Context: an optimization exercise on an open-source flow, tuned for small area. The choices shown serve that exercise and are no tape-out recipe.
Only simulation tests tie the RTL to the original design; equivalence was not proved.
Power is estimated from default activity; no workload was simulated.

## flow/run.sh

```bash
#!/bin/bash
# synth_recipe.tcl (not shown) runs the flow's synth.tcl, then flattens the netlist and writes it again
# the make line also repeats each setting of config.mk as NAME=value (left out here)
make -C /OpenROAD-flow-scripts/flow DESIGN_CONFIG=/design/flow/config.mk WORK_HOME=/design/flow/orfs CLKGATE_MAP_FILE= SYNTH_SCRIPT=/design/flow/synth_recipe.tcl finish
```

## flow/config.mk

```make
export PLATFORM = sky130hd
export DESIGN_NAME = eee_imgproc
export DESIGN_NICKNAME = eee_imgproc
export VERILOG_FILES = /design/flow/design.v
export SDC_FILE = /design/flow/constraint.sdc
export NUM_CORES = 4
export LEC_CHECK = 0
export CAP_MARGIN = 20
export CORE_MARGIN = 2
export CORE_UTILIZATION = 40
export SLEW_MARGIN = 20
```

## flow/constraint.sdc

```tcl
create_clock -name core_clock -period 5.0 [get_ports {clk}]
set_input_delay 1.0000 -clock core_clock [delete_from_list [all_inputs] [get_ports {clk}]]
set_output_delay 1.0000 -clock core_clock [all_outputs]
set_load 0.01 [all_outputs]
```

## flow/design.v

```verilog
package video_pkg;
	typedef struct packed {
		logic [7:0] red;
		logic [7:0] green;
		logic [7:0] blue;
	} pixel_t;
	typedef struct packed {
		pixel_t pixel;
		logic   sop;
		logic   eop;
	} video_beat_t;
	typedef logic [10:0] coord_t;
	typedef struct packed {
		logic   found;
		coord_t left;
		coord_t right;
		coord_t top;
		coord_t bottom;
	} box_t;
endpackage
package host_pkg;
	typedef logic [2:0] reg_addr_t;
	typedef logic [31:0] msg_word_t;
	typedef logic [4:0] fill_t;
endpackage
`timescale 1ns/10ps
module stream_stage #(
	parameter int W = 8
) (
	input  logic     clk,
	input  logic     reset_n,
	input  logic     in_valid,
	output logic     in_ready,
	input  logic [W-1:0] in_data,
	output logic     out_valid,
	input  logic     out_ready,
	output logic [W-1:0] out_data
);
	assign in_ready = ~out_valid | out_ready;
	always_ff @(posedge clk) begin
		if (!reset_n) begin
			out_valid <= 1'b0;
		end else if (in_ready) begin
			out_valid <= in_valid;
		end
	end
	always_ff @(posedge clk) begin
		if (in_valid & in_ready) begin
			out_data <= in_data;
		end
	end
endmodule
`timescale 1ns/10ps
module frame_tracker (
	input  logic                   clk,
	input  logic                   reset_n,
	input  video_pkg::video_beat_t beat,
	input  logic                   advance,      
	output logic                   frame_done,
	output logic                   video,
	output video_pkg::coord_t      x,
	output video_pkg::coord_t      y,
	output video_pkg::box_t        box
);
	video_pkg::coord_t x_min;
	video_pkg::coord_t x_max;
	video_pkg::coord_t y_min;
	video_pkg::coord_t y_max;
	video_pkg::coord_t nxt_x_min;
	video_pkg::coord_t nxt_x_max;
	video_pkg::coord_t nxt_y_min;
	video_pkg::coord_t nxt_y_max;
	logic              hit;
	logic              nxt_hit;
	logic              bright;
	logic              pixel_hit;
	logic              last_x;
	logic              last_y;
	assign bright    = beat.pixel.red[7] & beat.pixel.green[7] & beat.pixel.blue[7];
	assign pixel_hit = advance & ~beat.sop & video & bright;
	assign last_x    = (x == video_pkg::coord_t'(640 - 1));
	assign last_y    = (y == video_pkg::coord_t'(480 - 1));
	assign frame_done = advance & ~beat.sop & beat.eop & video;
	assign nxt_x_min = (pixel_hit && x < x_min) ? x : x_min;
	assign nxt_x_max = (pixel_hit && x > x_max) ? x : x_max;
	assign nxt_y_min = (pixel_hit && y < y_min) ? y : y_min;
	assign nxt_y_max = (pixel_hit && y > y_max) ? y : y_max;
	assign nxt_hit   = hit | pixel_hit;
	always_ff @(posedge clk) begin
		if (!reset_n) begin
			x     <= '0;
			y     <= '0;
			video <= 1'b0;
			hit   <= 1'b0;
			box   <= '0;
		end else if (advance) begin
			if (beat.sop) begin
				video <= (beat.pixel.blue[3:0] == 4'h0);   
				x     <= '0;
				y     <= '0;
				hit   <= 1'b0;
			end else begin
				hit <= nxt_hit;
				if (last_x) begin
					x <= '0;
					if (!last_y) begin
						y <= y + 1'b1;   
					end
				end else begin
					x <= x + 1'b1;
				end
				if (beat.eop && video) begin
					box <= {nxt_hit, nxt_x_min, nxt_x_max, nxt_y_min, nxt_y_max};
				end
			end
		end
	end
	always_ff @(posedge clk) begin
		if (advance) begin
			if (beat.sop) begin
				x_min <= '1;
				y_min <= '1;
				x_max <= '0;
				y_max <= '0;
			end else begin
				x_min <= nxt_x_min;
				x_max <= nxt_x_max;
				y_min <= nxt_y_min;
				y_max <= nxt_y_max;
			end
		end
	end
endmodule
`timescale 1ns/10ps
module pixel_overlay (
	input  video_pkg::video_beat_t beat,
	input  logic                   mode,
	input  logic                   video,
	input  video_pkg::coord_t      x,
	input  video_pkg::coord_t      y,
	input  video_pkg::box_t        box,
	input  video_pkg::pixel_t      bb_col,
	output video_pkg::video_beat_t out_beat
);
	logic       bright;
	logic       on_edge;
	logic [7:0] grey;
	assign bright = beat.pixel.red[7] & beat.pixel.green[7] & beat.pixel.blue[7];
	assign grey = beat.pixel.green[7:1] + beat.pixel.red[7:2] + beat.pixel.blue[7:2];
	assign on_edge = box.found & ((x == box.left) | (x == box.right) |
		(y == box.top) | (y == box.bottom));
	always_comb begin
		out_beat = beat;   
		if (mode && video && !beat.sop) begin
			if (on_edge) begin
				out_beat.pixel = bb_col;
			end else if (bright) begin
				out_beat.pixel = 24'hffffff;
			end else begin
				out_beat.pixel = {grey, grey, grey};
			end
		end
	end
endmodule
`timescale 1ns/10ps
module msg_queue (
	input  logic                clk,
	input  logic                reset_n,
	input  logic                frame_done,
	input  video_pkg::box_t     box,
	input  logic                flush,
	input  logic                pop,
	output host_pkg::msg_word_t head,
	output host_pkg::fill_t     fill
);
	localparam int PTR_W = $clog2(16);
	localparam int CNT_W = $clog2(6);
	host_pkg::msg_word_t mem [16];
	host_pkg::msg_word_t wr_word;
	logic [PTR_W-1:0]    wr_ptr;
	logic [PTR_W-1:0]    rd_ptr;
	logic [CNT_W-1:0]    frame_cnt;
	logic [1:0]          wr_step;     
	logic                start;
	logic                wr_en;
	logic                rd_en;
	assign start = frame_done & ~flush & (frame_cnt == '0) & (wr_step == 2'd0) &
		(fill <= host_pkg::fill_t'(16 - 3));
	always_comb begin
		case (wr_step)
			2'd1:    wr_word = 32'h00004242;
			2'd2:    wr_word = {5'd0, box.left, 5'd0, box.top};
			default: wr_word = {5'd0, box.right, 5'd0, box.bottom};
		endcase
	end
	always_ff @(posedge clk) begin
		if (!reset_n) begin
			frame_cnt <= '0;
			wr_step   <= 2'd0;
		end else begin
			if (flush) begin
				wr_step <= 2'd0;   
			end else if (start) begin
				wr_step <= 2'd1;
			end else if (wr_step != 2'd0) begin
				wr_step <= wr_step + 1'b1;   
			end
			if (start) begin
				frame_cnt <= CNT_W'(6 - 1);
			end else if (frame_done && frame_cnt != '0) begin
				frame_cnt <= frame_cnt - 1'b1;
			end
		end
	end
	assign wr_en = (wr_step != 2'd0) & ~flush;
	assign rd_en = pop & (fill != '0) & ~flush;   
	assign head  = mem[rd_ptr];
	always_ff @(posedge clk) begin
		if (!reset_n) begin
			wr_ptr <= '0;
			rd_ptr <= '0;
			fill   <= '0;
		end else if (flush) begin
			wr_ptr <= '0;
			rd_ptr <= '0;
			fill   <= '0;
		end else begin
			if (wr_en) begin
				wr_ptr <= wr_ptr + 1'b1;
			end
			if (rd_en) begin
				rd_ptr <= rd_ptr + 1'b1;
			end
			if (wr_en && !rd_en) begin
				fill <= fill + 1'b1;
			end else if (rd_en && !wr_en) begin
				fill <= fill - 1'b1;
			end
		end
	end
	always_ff @(posedge clk) begin
		if (wr_en) begin
			mem[wr_ptr] <= wr_word;
		end
	end
endmodule
`timescale 1ns/10ps
module host_regs (
	input  logic                clk,
	input  logic                reset_n,
	input  logic                s_chipselect,
	input  logic                s_read,
	input  logic                s_write,
	input  host_pkg::reg_addr_t s_address,
	input  logic [31:0]         s_writedata,
	output logic [31:0]         s_readdata,
	input  host_pkg::msg_word_t head,
	input  host_pkg::fill_t     fill,
	output video_pkg::pixel_t   bb_col,
	output logic                flush,
	output logic                pop
);
	logic [7:0] status_byte;
	logic       read_d;       
	logic       wr_sel;
	logic       rd_sel;
	assign wr_sel = s_chipselect & s_write;
	assign rd_sel = s_chipselect & s_read;
	assign flush = wr_sel & (s_address == 3'd0) & s_writedata[4];
	assign pop = rd_sel & ~read_d & (s_address == 3'd1);
	always_ff @(posedge clk) begin
		if (!reset_n) begin
			status_byte <= 8'h00;
			bb_col      <= 24'h00ff00;
		end else if (wr_sel) begin
			if (s_address == 3'd0) begin
				status_byte <= {s_writedata[7:5], 1'b0, s_writedata[3:0]};
			end
			if (s_address == 3'd3) begin
				bb_col <= s_writedata[23:0];
			end
		end
	end
	always_ff @(posedge clk) begin
		if (!reset_n) begin
			s_readdata <= '0;
			read_d     <= 1'b0;
		end else begin
			read_d <= rd_sel;
			if (rd_sel) begin
				case (s_address)
					3'd0: s_readdata <= {16'h0000, 3'b000, fill, status_byte};
					3'd1:    s_readdata <= head;
					3'd2:     s_readdata <= 32'h1234EEE2;
					3'd3:  s_readdata <= {8'h00, bb_col};
					default:     s_readdata <= '0;
				endcase
			end
		end
	end
endmodule
`timescale 1ns/10ps
module eee_imgproc (
	input  logic                clk,
	input  logic                reset_n,
	input  logic [23:0]         sink_data,
	input  logic                sink_valid,
	output logic                sink_ready,
	input  logic                sink_sop,
	input  logic                sink_eop,
	output logic [23:0]         source_data,
	output logic                source_valid,
	input  logic                source_ready,
	output logic                source_sop,
	output logic                source_eop,
	input  logic                mode,              
	input  logic                s_chipselect,
	input  logic                s_read,
	input  logic                s_write,
	input  host_pkg::reg_addr_t s_address,
	output logic [31:0]         s_readdata,
	input  logic [31:0]         s_writedata
);
	video_pkg::video_beat_t sink_beat;
	video_pkg::video_beat_t held_beat;
	video_pkg::video_beat_t ovl_beat;
	video_pkg::video_beat_t source_beat;
	logic                   held_valid;
	logic                   held_ready;
	logic                   advance;
	logic                   frame_done;
	logic                   video;
	video_pkg::coord_t      x;
	video_pkg::coord_t      y;
	video_pkg::box_t        box;
	video_pkg::pixel_t      bb_col;
	logic                   flush;
	logic                   pop;
	host_pkg::msg_word_t    head;
	host_pkg::fill_t        fill;
	assign sink_beat = {sink_data, sink_sop, sink_eop};
	assign {source_data, source_sop, source_eop} = source_beat;
	assign advance = held_valid & held_ready;   
	stream_stage #(.W(26)) in_stage (
		.clk       (clk),
		.reset_n   (reset_n),
		.in_valid  (sink_valid),
		.in_ready  (sink_ready),
		.in_data   (sink_beat),
		.out_valid (held_valid),
		.out_ready (held_ready),
		.out_data  (held_beat)
	);
	frame_tracker frame_tracker_inst (
		.clk        (clk),
		.reset_n    (reset_n),
		.beat       (held_beat),
		.advance    (advance),
		.frame_done (frame_done),
		.video      (video),
		.x          (x),
		.y          (y),
		.box        (box)
	);
	pixel_overlay pixel_overlay_inst (
		.beat     (held_beat),
		.mode     (mode),
		.video    (video),
		.x        (x),
		.y        (y),
		.box      (box),
		.bb_col   (bb_col),
		.out_beat (ovl_beat)
	);
	stream_stage #(.W(26)) out_stage (
		.clk       (clk),
		.reset_n   (reset_n),
		.in_valid  (held_valid),
		.in_ready  (held_ready),
		.in_data   (ovl_beat),
		.out_valid (source_valid),
		.out_ready (source_ready),
		.out_data  (source_beat)
	);
	msg_queue msg_queue_inst (
		.clk        (clk),
		.reset_n    (reset_n),
		.frame_done (frame_done),
		.box        (box),
		.flush      (flush),
		.pop        (pop),
		.head       (head),
		.fill       (fill)
	);
	host_regs host_regs_inst (
		.clk          (clk),
		.reset_n      (reset_n),
		.s_chipselect (s_chipselect),
		.s_read       (s_read),
		.s_write      (s_write),
		.s_address    (s_address),
		.s_writedata  (s_writedata),
		.s_readdata   (s_readdata),
		.head         (head),
		.fill         (fill),
		.bb_col       (bb_col),
		.flush        (flush),
		.pop          (pop)
	);
endmodule
```

==> results.cfg <==
[floorplan]
die_width_um = 261.1
design.die.area_um2 = 68160
floorplan.initialDensity_pct = 40.28
fp.coreArea_um2 = 65630
boundaryPins = 129
std_cell_rows = 94
die_height_um = 261.1

[pwr]
cellLeakagePower_nw = 10.13
power-per-cell-area_nw_per_um2 = 359.3
p_total_w = 0.01105
worst_ir_drop_vdd_mv = 0.2677

[timing]
final-hold-violation-count = 0
max_freq_ghz = 0.2712
worst_pin_slew_ps = 1082
finClkSkew_ps = 24.82
relSlewSlack_pct = 27.89
timing.final.max_slew_violations = 0
finalSetupViolCount = 0
post_route_setup_tns_ps = 0
finalHoldWorstSlack_ps = 452.7
post-route-worst-setup-slack_ps = 1313
final.period_utilization_pct = 73.74
finalWorstPathRequiredPeriod_ps = 3687
setup_repair_after_global_routing_missed_its_margin = false

[critical_path]
worst-endpoint-arrival_ps = 4250
crit_path_start_kind = primary input
endpoint_kind = flop
critical_path.reg2reg.endpoint = frame_tracker_inst.y_max[7]
worstSetupPathType = in -> reg
crit_path_end = msg_queue_inst.fill[4]
worst-path-max-fanout = 13
critPathRequiredTime_ps = 5560
startpoint = s_address[1]
reg2reg_from = frame_tracker_inst.y[1]
r2r_setup_slack_ps = 1830
count_of_cells_along_the_worst_register_to_register_path = 8

[routing]
route.detailed.drc = 0
route.detailed.wl_per_inst_um = 22.36
ant_nets = 0
drt-total-wl_um = 64190
detail_route.iter0.violations = 1448
routed_via_density = 5.392
route.vias.total = 15480
drt_pre_antenna_iters = 5

[logic_synthesis]
yosys_most_used_dff = sky130_fd_sc_hd__edfxtp_1
library_cells_used_by_synthesis = 62
syn-instance-count = 1822
synth_enable_flop_cells = 464
avg_inst_size_synth_um2 = 14.51
yosysSeqAreaShare_pct = 64.29
postSynthRegisterBits = 617
synth_area_um2 = 26440
yosysTopAreaCellShare_pct = 52.70
synth_largest_area_cell = sky130_fd_sc_hd__edfxtp_1
ys.warnings.count = 5
async_reset_ff_share_pct = 0
synth_top_cells_by_area = sky130_fd_sc_hd__edfxtp_1 (53%), sky130_fd_sc_hd__dfxtp_1 (12%), sky130_fd_sc_hd__mux4_2 (8.2%)
synthMostInstantiatedCell = sky130_fd_sc_hd__edfxtp_1
synth_top_cells_by_count = sky130_fd_sc_hd__edfxtp_1 (464), sky130_fd_sc_hd__dfxtp_1 (153), sky130_fd_sc_hd__nand2_1 (113)

[finish]
drive_gt1_share_pct = 15.35
syn_to_final_growth_pct = 16.37
nFillCells = 5670
finalNetCount = 2097

[run_status]
outcome = timing/DRC/antenna clean

[placed_design]
detailed_place_hpwl_um = 41930
placement.io_buffers = 116
globalplace.congestion = 0.8512
preCtsSetupSlack_ps = 673.1

[cts]
ctsLongestPathBuffers = 3
htree_levels = 2
cts.root.buffer_cell = sky130_fd_sc_hd__clkbuf_16
post_cts.repair.setup_buffers = 0
post_cts_resized = 0
clk_transition_reported_paths_ps = 70
postCtsHoldBufs = 0
clock_sink_count = 617
clock_tree_from_tritoncts = yes
clk-insertion-delay-late_ps = 650
cts_inserted_buffers = 60

[global_route]
grt_start_max_net_pins = 67
globalRouteTotalUtil_pct = 19.02
grt_pass1_vias = 15751
grt_first_pass_wirelength_um = 97290
grt.overflow.total = 0
grt_antenna_before_repair = 1

[flow_run]
maxCapViolations = 0

[worst_hold_path]
classification_of_the_worst_slack_hold_path = reg -> reg
-- final cells by class --
cell class | instances | area [µm²] | area share (%)
antenna | 1 | 2.502 | 0.008134
multi-input combinational | 1014 | 8665 | 28.16
timing repair buffer | 187 | 1739 | 5.653
clock buffer | 73 | 1550 | 5.039
sequential | 617 | 17010 | 55.28
inverter | 76 | 285.3 | 0.9273
clock inverter | 39 | 436.7 | 1.419
tap | 864 | 1081 | 3.514
-- logic make-up (layout without fill, tap and decap cells) --
| kind of cell | Yosys count | count (layout) | share of synthesized area [%] |
|---|---|---|---|
| multiplexers | 182 | 182 | 12.25 |
| AND/OR/NAND/NOR | 396 | 396 | 7.166 |
| AO/OA/AOI/OAI | 288 | 288 | 6.990 |
| XOR/XNOR | 72 | 72 | 2.385 |
| adder cells (fa/ha/maj) | 72 | 72 | 3.635 |
| other | 1 | 5 | 0.01418 |
| flip-flops | 617 | 617 | 64.29 |
| buffers and inverters | 194 | 375 | 3.266 |
-- critical path: stages --
cell	delay [ps]
sky130_fd_sc_hd__clkdlybuf4s50_1	470
sky130_fd_sc_hd__buf_4	190
sky130_fd_sc_hd__or2_1	320
sky130_fd_sc_hd__nor3_4	80
sky130_fd_sc_hd__a21oi_1	460
sky130_fd_sc_hd__ha_1	290
sky130_fd_sc_hd__inv_1	100
sky130_fd_sc_hd__fa_1	410
sky130_fd_sc_hd__a21o_1	170
sky130_fd_sc_hd__a21oi_1	180
sky130_fd_sc_hd__xnor2_1	90
sky130_fd_sc_hd__or3_1	310
sky130_fd_sc_hd__a21oi_1	160
-- cell usage in the layout (no fill, tap or decap), types with 7 or more instances in the layout --
cell type and instances:
sky130_fd_sc_hd__mux2i_1 69, sky130_fd_sc_hd__bufinv_16 7, sky130_fd_sc_hd__o21a_1 7, sky130_fd_sc_hd__nor2b_1 27, sky130_fd_sc_hd__mux4_1 13, sky130_fd_sc_hd__mux4_2 96, sky130_fd_sc_hd__ha_1 64, sky130_fd_sc_hd__nor2_2 12
sky130_fd_sc_hd__clkbuf_1 13, sky130_fd_sc_hd__nor3_1 23, sky130_fd_sc_hd__nand2b_1 28, sky130_fd_sc_hd__nand2_1 113, sky130_fd_sc_hd__clkbuf_16 60, sky130_fd_sc_hd__edfxtp_1 464, sky130_fd_sc_hd__a31oi_1 7, sky130_fd_sc_hd__clkdlybuf4s50_1 115
sky130_fd_sc_hd__o221a_2 24, sky130_fd_sc_hd__a21oi_1 87, sky130_fd_sc_hd__and3_1 8, sky130_fd_sc_hd__clkinv_1 17, sky130_fd_sc_hd__a21o_1 9, sky130_fd_sc_hd__xnor2_1 51, sky130_fd_sc_hd__nand4_1 22, sky130_fd_sc_hd__a21boi_0 22
sky130_fd_sc_hd__o21ai_0 96, sky130_fd_sc_hd__dfxtp_1 150, sky130_fd_sc_hd__inv_1 75, sky130_fd_sc_hd__or3_1 7, sky130_fd_sc_hd__nand3_1 49, sky130_fd_sc_hd__nor2_1 81, sky130_fd_sc_hd__buf_4 67, sky130_fd_sc_hd__fa_1 8
sky130_fd_sc_hd__xor2_1 21
-- power breakdown --
part	switching, W	internal [W]
registers	0.0000777	0.00562
logic	0.000460	0.000355
clock network	0.00196	0.00258
total	0.00250	0.00856
-- flip-flops by register name (all words and copies together) (netlist names), 3 cells and up, named ones only --
signal and flops:
msg_queue_inst.mem 368, frame_tracker_inst.box 45, host_regs_inst.s_readdata 28, in_stage.out_data 26, out_stage.out_data 26, host_regs_inst.bb_col 24
frame_tracker_inst.x 11, frame_tracker_inst.x_max 11, frame_tracker_inst.x_min 11, frame_tracker_inst.y 11, frame_tracker_inst.y_max 11, frame_tracker_inst.y_min 11
host_regs_inst.status_byte 7, msg_queue_inst.fill 5, msg_queue_inst.rd_ptr 4, msg_queue_inst.wr_ptr 4, msg_queue_inst.frame_cnt 3
-- through the flow --
| stage | cells | cell area, µm² | utilization (%) |
|---|---|---|---|
| 5_1_grt | 2870 | 30760 | 46.87 |
| 3_3_place_gp | 2758 | 28780 | 43.85 |
| 4_1_cts | 2870 | 30760 | 46.87 |
| 3_5_place_dp | 2758 | 28780 | 43.85 |
| 2_1_floorplan | 1825 | 26450 | - |
| 6_report | 2871 | 30760 | 46.88 |
-- how the worst min path moves through the flow --
stage	startpoint	endpoint	slack [ps]	cells past startpoint
2_1_floorplan	in_stage.out_data[0]	out_stage.out_data[0]	420	0
3_3_place_gp	frame_tracker_inst.hit	frame_tracker_inst.hit	440	2
3_5_place_dp	in_stage.out_data[0]	out_stage.out_data[0]	450	0
4_1_cts	host_regs_inst.s_readdata[0]	host_regs_inst.s_readdata[0]	460	2
5_1_grt	in_stage.out_data[0]	out_stage.out_data[0]	480	0
6_report	host_regs_inst.s_readdata[0]	host_regs_inst.s_readdata[0]	450	2
-- metal layers --
layer	vias to the layer above	GRT usage (%)	share of wire, %
met5	-	0	0
met3	91	3.426	6.5
li1	7142	-	-
met2	429	31.03	47
met4	0	6.250	2.6
met1	7818	25.87	43

==> static timing again, ports no longer ideal <==
The results above use ideal ports. As a check the final layout listed here was re-extracted and re-timed, cells and wires unchanged.
Step 1: set_driving_cell puts a clkbuf_16 on clk and a buf_2 on each other input, an assumption about the parent block.
Step 2 moves the port delays by t, midway between the first and last clock arrival at a register: inputs arrive t later, outputs are due t later. That takes back most of the time a late clock gives input paths.
Slacks: ideal ports / drivers / drivers and shift; pairs: ideal ports / drivers.
shift t [ns]: 0.696
slack for setup (ns): 1.313 / 1.353 / 0.657
worst setup path after step 2: input to register
pins driven straight from the clock port: 1
After both steps setup and hold are still met in this run. For this run, drivers alone change the setup slack by +0.040 ns; drivers and shift together by -0.656 ns.
